From an optimization exercise on the open Yosys and OpenROAD flow, aimed at small area; shortcuts taken in it are not production practice.
The RTL was checked by simulation tests, not by an equivalence proof against the original design.
No activity file was given, so power comes from the tool's default toggle rates. No driver is modelled on the clock port, so clocking that relies on it looks cheaper here than on a real chip.

==> flow/design.v <==
package qdma_h2c_pkg;
   localparam int DATA_W          = 512;
   localparam int KEEP_W          = DATA_W / 8;
   localparam int MAX_PKT_LEN_DEF = 9600;
   typedef enum logic [1:0] {
      FIRST,
      PASS,
      DROP
   } h2c_state_t;
   typedef struct packed {
      logic [DATA_W-1:0] tdata;
      logic [5:0]        mty;
      logic              tlast;
      logic              err;
   } axis_pkt_beat_t;
   function automatic logic [KEEP_W-1:0] mty_to_keep(input logic [5:0] mty);
      mty_to_keep = {KEEP_W{1'b1}} >> mty;
   endfunction
endpackage
module axis_skid_buf #(
   parameter int W = 1
) (
   input  logic  clk_i,
   input  logic  rst_i,
   input  logic  in_valid_i,
   output logic  in_ready_o,
   input  logic [W-1:0] in_data_i,
   output logic  out_valid_o,
   input  logic  out_ready_i,
   output logic [W-1:0] out_data_o,
   output logic  skid_valid_o,
   output logic  out_load_o
);
   logic  out_valid_q, skid_valid_q;
   logic [W-1:0] out_data_q, skid_data_q, skid_data_d;
   logic  push, out_load;
   assign in_ready_o   = ~skid_valid_q;
   assign push         = in_valid_i & ~skid_valid_q;
   assign out_load     = ~out_valid_q | out_ready_i;
   assign out_valid_o  = out_valid_q;
   assign out_data_o   = out_data_q;
   assign skid_valid_o = skid_valid_q;
   assign out_load_o   = out_load;
   assign skid_data_d = skid_valid_q ? skid_data_q : in_data_i;
   always_ff @(posedge clk_i or posedge rst_i) begin
      if (rst_i) begin
         out_valid_q  <= 1'b0;
         skid_valid_q <= 1'b0;
      end else begin
         if (out_load) begin
            out_valid_q  <= skid_valid_q | push;
            skid_valid_q <= 1'b0;
         end else if (push) begin
            skid_valid_q <= 1'b1;
         end
      end
   end
   always_ff @(posedge clk_i) begin
      skid_data_q <= skid_data_d;
      if (out_load) out_data_q <= skid_data_d;
   end
endmodule
import qdma_h2c_pkg::*;
module qdma_h2c_adapter #(
   parameter int MAX_PKT_LEN = MAX_PKT_LEN_DEF,
   parameter int CNT_W       = 16
) (
   input  logic              axi_aclk,
   input  logic              axi_areset,
   input  logic              s_axis_h2c_tvalid,
   output logic              s_axis_h2c_tready,
   input  logic [DATA_W-1:0] s_axis_h2c_tdata,
   input  logic              s_axis_h2c_tlast,
   input  logic [10:0]       s_axis_h2c_tuser_qid,
   input  logic [5:0]        s_axis_h2c_tuser_mty,
   input  logic [31:0]       s_axis_h2c_tuser_mdata,
   output logic              m_axis_tvalid,
   input  logic              m_axis_tready,
   output logic [DATA_W-1:0] m_axis_tdata,
   output logic [KEEP_W-1:0] m_axis_tkeep,
   output logic              m_axis_tlast,
   output logic [15:0]       m_axis_tuser_size,
   output logic [15:0]       m_axis_tuser_src,
   output logic              m_axis_tuser_err,
   output logic [CNT_W-1:0]  stat_pkt_cnt,
   output logic [CNT_W-1:0]  stat_drop_cnt,
   output logic [CNT_W-1:0]  stat_err_cnt
);
   localparam logic [15:0] MAX_LEN = 16'(MAX_PKT_LEN);
   qdma_h2c_pkg::h2c_state_t state_q;
   qdma_h2c_pkg::h2c_state_t state_d;
   logic [15:0]    size_q;
   logic [10:0]    qid_q;
   logic [7:0]     nb_q;
   logic           qerr_q;
   logic [15:0]    osize_q;
   logic [10:0]    oqid_q;
   logic [CNT_W-1:0] pkt_cnt_q, drop_cnt_q, err_cnt_q;
   logic           buf_ready, acc, first, bad, fwd, err;
   logic           skid_valid, out_load;
   logic [15:0]    size_in, cur_size;
   logic [10:0]    cur_qid;
   logic [7:0]     nb;
   logic [14:0]    bytes;
   logic           qerr_nx;
   logic [15:0]    unused_mdata;
   qdma_h2c_pkg::axis_pkt_beat_t in_beat;
   qdma_h2c_pkg::axis_pkt_beat_t out_beat;
   assign unused_mdata = s_axis_h2c_tuser_mdata[31:16];
   assign size_in      = s_axis_h2c_tuser_mdata[15:0];
   assign first        = (state_q == FIRST);
   assign acc          = s_axis_h2c_tvalid & s_axis_h2c_tready;
   assign bad          = (size_in == 16'd0) || (size_in > MAX_LEN);
   assign cur_size     = first ? size_in : size_q;
   assign cur_qid      = first ? s_axis_h2c_tuser_qid : qid_q;
   assign nb      = first ? 8'd0 : nb_q;
   assign bytes   = {1'b0, nb, 6'd0} + 15'(7'(KEEP_W) - {1'b0, s_axis_h2c_tuser_mty});
   assign qerr_nx = ~first & (qerr_q | (s_axis_h2c_tuser_qid != qid_q));
   assign err     = ({1'b0, bytes} != cur_size) | qerr_nx;
   assign fwd     = acc & ((state_q == PASS) | (first & ~bad));
   always_comb begin
      in_beat       = '0;
      in_beat.tdata = s_axis_h2c_tdata;
      in_beat.mty   = s_axis_h2c_tlast ? s_axis_h2c_tuser_mty : 6'd0;
      in_beat.tlast = s_axis_h2c_tlast;
      in_beat.err   = s_axis_h2c_tlast & err;
   end
   always_comb begin
      state_d           = state_q;
      s_axis_h2c_tready = 1'b0;
      if (!axi_areset) s_axis_h2c_tready = (state_q == DROP) ? 1'b1 : buf_ready;
      unique case (state_q)
         FIRST:   if (acc && !s_axis_h2c_tlast) state_d = bad ? DROP : PASS;
         PASS:    if (acc && s_axis_h2c_tlast) state_d = FIRST;
         DROP:    if (acc && s_axis_h2c_tlast) state_d = FIRST;
         default: state_d = FIRST;
      endcase
   end
   always_ff @(posedge axi_aclk or posedge axi_areset) begin
      if (axi_areset) begin
         state_q    <= FIRST;
         pkt_cnt_q  <= '0;
         drop_cnt_q <= '0;
         err_cnt_q  <= '0;
      end else begin
         state_q <= state_d;
         if (acc && first && bad && !(&drop_cnt_q)) drop_cnt_q <= drop_cnt_q + 1'b1;
         if (fwd && s_axis_h2c_tlast && !(&pkt_cnt_q)) pkt_cnt_q <= pkt_cnt_q + 1'b1;
         if (fwd && s_axis_h2c_tlast && err && !(&err_cnt_q)) err_cnt_q <= err_cnt_q + 1'b1;
      end
   end
   always_ff @(posedge axi_aclk) begin
      if (fwd) begin
         size_q <= cur_size;
         qid_q  <= cur_qid;
         nb_q   <= first ? 8'd1 : (nb_q + {7'd0, ~(&nb_q)});
         qerr_q <= qerr_nx;
      end
      if (out_load) begin
         osize_q <= (skid_valid | ~first) ? size_q : size_in;
         oqid_q  <= (skid_valid | ~first) ? qid_q : s_axis_h2c_tuser_qid;
      end
   end
   axis_skid_buf #(
      .W($bits(in_beat))
   ) u_skid (
      .clk_i       (axi_aclk),
      .rst_i       (axi_areset),
      .in_valid_i  (fwd),
      .in_ready_o  (buf_ready),
      .in_data_i   (in_beat),
      .out_valid_o (m_axis_tvalid),
      .out_ready_i (m_axis_tready),
      .out_data_o  (out_beat),
      .skid_valid_o(skid_valid),
      .out_load_o  (out_load)
   );
   assign m_axis_tdata      = out_beat.tdata;
   assign m_axis_tkeep      = {KEEP_W{1'b1}} >> out_beat.mty;
   assign m_axis_tlast      = out_beat.tlast;
   assign m_axis_tuser_size = osize_q;
   assign m_axis_tuser_src  = {5'b0, oqid_q};
   assign m_axis_tuser_err  = out_beat.err;
   assign stat_pkt_cnt      = pkt_cnt_q;
   assign stat_drop_cnt     = drop_cnt_q;
   assign stat_err_cnt      = err_cnt_q;
endmodule
Settings: LEC_CHECK=0, CAP_MARGIN=20, CORE_AREA=2 2 498 148, DIE_AREA=0 0 500 150, SLEW_MARGIN=20; clock period 5.0 ns.
standard.sh (not shown) runs the stock make flow with config.mk's settings and CLKGATE_MAP_FILE= SYNTH_SCRIPT=/design/flow/synth_recipe.tcl, a recipe that flattens the netlist after the stock synthesis.
==> flow/flow/run.sh <==
#!/bin/bash
# Standard ORFS layout, with the smallest buffer on each port instead of the default port buffer,
# and clock tree synthesis with larger sink clusters and without dummy balancing loads.
set -euo pipefail
bash standard.sh BUFFER_PORTS_ARGS="-buffer_cell sky130_fd_sc_hd__buf_1" \
  CTS_ARGS="-sink_clustering_enable -repair_clock_nets -dont_use_dummy_load -sink_clustering_size 18 -sink_clustering_max_diameter 50 -buf_list sky130_fd_sc_hd__clkbuf_8" finish > standard_flow.log 2>&1
The first run passed the timing, DRC and antenna checks.
Then changed:
==> flow/flow/run.sh (replaced) <==
#!/bin/bash
# Standard ORFS layout, with the smallest buffer on each port instead of the default port buffer,
# and clock tree synthesis with larger sink clusters and without dummy balancing loads.
set -euo pipefail
bash standard.sh BUFFER_PORTS_ARGS="-buffer_cell sky130_fd_sc_hd__buf_1" \
  CTS_ARGS="-sink_clustering_enable -repair_clock_nets -dont_use_dummy_load -sink_clustering_size 28 -sink_clustering_max_diameter 50" finish > standard_flow.log 2>&1
After rerunning: Sequential share of layout area falls by 0.23 points. Critical path depth is unchanged. Synthesized cell count is unchanged. Count of clock-buffer cells in the layout falls by 27.
Then changed:
==> flow/run.sh (new file) <==
#!/bin/bash
# synth_recipe.tcl (not shown) runs the flow's synth.tcl, then flattens the netlist and writes it again
# the make line also repeats each setting of config.mk as NAME=value (left out here)
make -C /OpenROAD-flow-scripts/flow DESIGN_CONFIG=/design/flow/config.mk WORK_HOME=/design/flow/orfs CLKGATE_MAP_FILE= SYNTH_SCRIPT=/design/flow/synth_recipe.tcl finish
--- a/flow/config.mk
+++ b/flow/config.mk
@@ -7,5 +7,5 @@
 export LEC_CHECK = 0
 export CAP_MARGIN = 20
-export CORE_AREA = 2 2 498 148
-export DIE_AREA = 0 0 500 150
+export CORE_AREA = 2 2 598 168
+export DIE_AREA = 0 0 600 170
 export SLEW_MARGIN = 20
removed: flow/flow/run.sh
removed: flow/standard.sh
The changed run went through all stages and came out clean; via count rises by about 4%; power rises by about 23%; global-route usage falls by 2.0 points; die area rises by 36%; worst setup slack loses 0.071 ns.
Then changed:
==> flow/flow/run.sh (new file) <==
#!/bin/bash
# Standard ORFS layout, with the smallest buffer on each port instead of the default port buffer.
set -euo pipefail
bash standard.sh BUFFER_PORTS_ARGS="-buffer_cell sky130_fd_sc_hd__buf_1" finish > standard_flow.log 2>&1
==> flow/standard.sh (new file) <==
#!/bin/bash
# synth_recipe.tcl (not shown) runs the flow's synth.tcl, then flattens the netlist and writes it again
# the make line also repeats each setting of config.mk as NAME=value (left out here)
make -C /OpenROAD-flow-scripts/flow DESIGN_CONFIG=/design/flow/config.mk WORK_HOME=/design/flow/orfs CLKGATE_MAP_FILE= SYNTH_SCRIPT=/design/flow/synth_recipe.tcl "${@:-finish}"
--- a/flow/config.mk
+++ b/flow/config.mk
@@ -7,5 +7,6 @@
 export LEC_CHECK = 0
 export CAP_MARGIN = 20
-export CORE_AREA = 2 2 598 168
-export DIE_AREA = 0 0 600 170
+export CORE_AREA = 2 2 698 138
+export CTS_BUF_LIST = sky130_fd_sc_hd__clkbuf_4
+export DIE_AREA = 0 0 700 140
 export SLEW_MARGIN = 20
removed: flow/run.sh
Result: Clock-buffer cell count came out higher by 201; hold slack degrades by 0.28 ns; cell count came out higher by 3.4%; critical path depth came out lower by 14; routed wire length came out lower by 24%; combinational power came out lower by 34%.
Then changed:
==> flow/flow/run.sh (replaced) <==
#!/bin/bash
# Standard ORFS layout, with the smallest buffer on each port instead of the default port buffer,
# and clock tree synthesis with larger sink clusters and without dummy balancing loads.
set -euo pipefail
bash standard.sh BUFFER_PORTS_ARGS="-buffer_cell sky130_fd_sc_hd__buf_1" \
  CTS_ARGS="-sink_clustering_enable -repair_clock_nets -dont_use_dummy_load -sink_clustering_size 30 -sink_clustering_max_diameter 80" finish > standard_flow.log 2>&1
--- a/flow/config.mk
+++ b/flow/config.mk
@@ -8,5 +8,4 @@
 export CAP_MARGIN = 20
 export CORE_AREA = 2 2 698 138
-export CTS_BUF_LIST = sky130_fd_sc_hd__clkbuf_4
 export DIE_AREA = 0 0 700 140
 export SLEW_MARGIN = 20
Outcome: Worst hold slack gets better by 0.21 ns; cell count came out lower by 7.0%; register-to-register slack improves by 0.03 ns; global-route usage decreases by 1.0 points; clock-buffer cell count shrinks by 291.
Then changed:
==> flow/flow/run.sh (replaced) <==
#!/bin/bash
# Standard ORFS layout, with the smallest buffer on each port instead of the default port buffer,
# and clock tree synthesis with larger sink clusters and without dummy balancing loads.
set -euo pipefail
bash standard.sh BUFFER_PORTS_ARGS="-buffer_cell sky130_fd_sc_hd__buf_1" \
  CTS_ARGS="-sink_clustering_enable -repair_clock_nets -dont_use_dummy_load -sink_clustering_size 16 -sink_clustering_max_diameter 40 -buf_list sky130_fd_sc_hd__clkbuf_8" finish > standard_flow.log 2>&1
--- a/flow/config.mk
+++ b/flow/config.mk
@@ -7,5 +7,5 @@
 export LEC_CHECK = 0
 export CAP_MARGIN = 20
-export CORE_AREA = 2 2 698 138
-export DIE_AREA = 0 0 700 140
+export CORE_AREA = 2 2 498 148
+export DIE_AREA = 0 0 500 150
 export SLEW_MARGIN = 20
Outcome: Final cell count went down by 5.8%. Clock-buffer cell count goes up by 38. Power rose by 0.34%. Final area falls by 0.89%. Synthesized area stays the same. Core utilization climbs by 14 points. Via count increases by 3.0%. Sequential share of layout area grows by 0.57 points. First-iteration DRC count went up by 24%. Non-clock buffer count goes down by 8. Global-route usage rose by 8.6 points.

-- what the ideal ports hide --
The flow's constraints put no driver on any port. The routed layouts listed below were extracted and timed again, unchanged, in two steps.
Step 1 (the two cells are an assumption about what drives the block):
set clk [get_ports {axi_aclk}]
set_driving_cell -lib_cell sky130_fd_sc_hd__clkbuf_16 $clk
set_driving_cell -lib_cell sky130_fd_sc_hd__buf_2 [delete_from_list [all_inputs] $clk]
Step 2 times the ports against the registers' clock, not the clock port: input delays grow and output delays shrink by t, the midpoint of the rising clock arrivals with the driver on.
Three values: ideal, step 1, step 2; two values: the first two.
run	t, ns	slack for setup (ns)	worst hold slack (ns)	worst setup path at the end	clock arrival spread, ns
the first run	0.755	0.842 / 0.880 / 0.125	0.415 / 0.383 / 0.467	input to register	0.080 / 0.080
the second run	0.686	0.757 / 0.801 / 0.115	0.465 / 0.465 / 0.465	input to register	0.060 / 0.060
the third run	0.720	0.686 / 0.719 / -0.001	0.460 / 0.460 / 0.460	input to register	0.025 / 0.025
the fourth run	1.071	0.927 / 0.861 / 0.189	0.176 / 0.139 / 0.452	input to register	0.143 / 0.143
the fifth run	0.687	0.906 / 0.929 / 0.242	0.389 / 0.340 / 0.474	input to register	0.063 / 0.062
the sixth run	0.763	0.825 / 0.865 / 0.102	0.420 / 0.386 / 0.464	input to register	0.058 / 0.058
Met with ideal ports but missed after step 2: setup timing in the third run. The setup slack of the fourth run, which loses most, moves by -0.066 ns with the drivers and by -0.738 ns with both steps.
